What follows belongs to an exercise in optimizing a design on an open flow for small area; a production flow would make more cautious choices. In this exercise RTL edits were held to simulation tests only and were not proved equivalent to the original.

Setup of alpha:
==> module reg_file_ff, before the edit <==
module reg_file_ff #(
  parameter int unsigned NumWords = 32
) (
  input  logic               clk_i,
  input  logic               rst_ni,
  input  logic               en_i,
  input  shell_pkg::rf_addr_t raddr_a_i,
  input  shell_pkg::rf_addr_t raddr_b_i,
  input  shell_pkg::rf_addr_t waddr_i,
  input  shell_pkg::rf_data_t wdata_i,
  input  logic                we_i,
  output shell_pkg::rf_data_t rdata_a_o,
  output shell_pkg::rf_data_t rdata_b_o,
  output logic                err_o
);
  logic [NumWords-1:0] we_dec;
  logic [NumWords-1:0] valid_q;
  shell_pkg::rf_data_t rf_reg [NumWords];
  always_comb begin
    for (int unsigned i = 0; i < NumWords; i++) begin
      we_dec[i] = en_i && we_i && (waddr_i == shell_pkg::rf_addr_t'(i));
    end
  end
  assign err_o = 1'b0;
  assign valid_q[0] = 1'b1;
  assign rf_reg[0]  = shell_pkg::RfWordZeroVal;
  for (genvar i = 1; i < NumWords; i++) begin : gen_word
    shell_pkg::rf_data_t word_q;
    logic                written_q;
    always_ff @(posedge clk_i or negedge rst_ni) begin
      if (!rst_ni) begin
        written_q <= 1'b0;
      end else if (we_dec[i]) begin
        written_q <= 1'b1;
      end
    end
    always_ff @(posedge clk_i) begin
      if (we_dec[i]) begin
        word_q <= wdata_i;
      end
    end
    assign valid_q[i] = written_q;
    assign rf_reg[i]  = word_q;
  end
  assign rdata_a_o = valid_q[raddr_a_i] ? rf_reg[raddr_a_i] : '0;
  assign rdata_b_o = valid_q[raddr_b_i] ? rf_reg[raddr_b_i] : '0;
endmodule
clock: 8.0 ns
lec_check: 0
cap_margin: 20
core_margin: 2
core_utilization: 30
place_density: 0.45
slew_margin: 20
run.sh (not shown) runs the stock make flow with config.mk's settings and CLKGATE_MAP_FILE= SYNTH_SCRIPT=/design/flow/synth_recipe.tcl, a recipe that flattens the netlist after the stock synthesis.
Inputs modified between alpha and beta:
diff --git a/flow/design.v b/flow/design.v
--- a/flow/design.v
+++ b/flow/design.v
@@ -58,36 +58,27 @@
   output logic                err_o
 );
   logic [NumWords-1:0] we_dec;
-  logic [NumWords-1:0] valid_q;
   shell_pkg::rf_data_t rf_reg [NumWords];
   always_comb begin
     for (int unsigned i = 0; i < NumWords; i++) begin
-      we_dec[i] = en_i && we_i && (waddr_i == shell_pkg::rf_addr_t'(i));
-    end
-  end
-  assign err_o = 1'b0;
-  assign valid_q[0] = 1'b1;
-  assign rf_reg[0]  = shell_pkg::RfWordZeroVal;
+      we_dec[i] = we_i && (waddr_i == shell_pkg::rf_addr_t'(i));
+    end
+  end
+  assign err_o = |(we_dec & (we_dec - 1'b1));
+  assign rf_reg[0] = shell_pkg::RfWordZeroVal;
   for (genvar i = 1; i < NumWords; i++) begin : gen_word
     shell_pkg::rf_data_t word_q;
-    logic                written_q;
     always_ff @(posedge clk_i or negedge rst_ni) begin
       if (!rst_ni) begin
-        written_q <= 1'b0;
-      end else if (we_dec[i]) begin
-        written_q <= 1'b1;
-      end
-    end
-    always_ff @(posedge clk_i) begin
-      if (we_dec[i]) begin
+        word_q <= '0;
+      end else if (en_i && we_dec[i]) begin
         word_q <= wdata_i;
       end
     end
-    assign valid_q[i] = written_q;
-    assign rf_reg[i]  = word_q;
-  end
-  assign rdata_a_o = valid_q[raddr_a_i] ? rf_reg[raddr_a_i] : '0;
-  assign rdata_b_o = valid_q[raddr_b_i] ? rf_reg[raddr_b_i] : '0;
+    assign rf_reg[i] = word_q;
+  end
+  assign rdata_a_o = rf_reg[raddr_a_i];
+  assign rdata_b_o = rf_reg[raddr_b_i];
 endmodule
 module scramble_key_ctrl #(
   parameter shell_pkg::scr_key_t   RndKey   = shell_pkg::ScrKeyDefault,
### Flow results
beta vs alpha: flip-flop and latch count down by a few percent. Final cell count sits higher in beta than in alpha. Number of antenna diodes was higher in the run labelled alpha. Worst setup slack after placement was higher in alpha than in beta. When beta is measured against alpha, its hold slack turns out 0.026 ns higher.

[what the ideal ports hide]
In the flow no input, the clock included, has a driving cell. The finished layouts below were timed again as built, in two steps. Step 1 (the two cells are an assumption about what drives the block):
set clk [get_ports {clk_i}]
set_driving_cell -lib_cell sky130_fd_sc_hd__clkbuf_16 $clk
set_driving_cell -lib_cell sky130_fd_sc_hd__buf_2 [delete_from_list [all_inputs] $clk]
Step 2 times the ports against the registers' clock, not the clock port: input delays grow and output delays shrink by t, the midpoint of the rising clock arrivals with the driver on. Three values: ideal, step 1, step 2; two values: the first two.
| run | t, ns | setup slack, ns | latest minus earliest clock arrival (ns) |
|---|---|---|---|
| alpha | 0.929 | 0.552 / 0.501 / 0.501 | 0.059 / 0.058 |
| beta | 0.937 | 0.484 / 0.403 / 0.403 | 0.044 / 0.044 |
After both steps every run listed still meets setup and hold. The setup slack of beta, which loses most, moves by -0.081 ns with the drivers and by -0.081 ns with both steps.
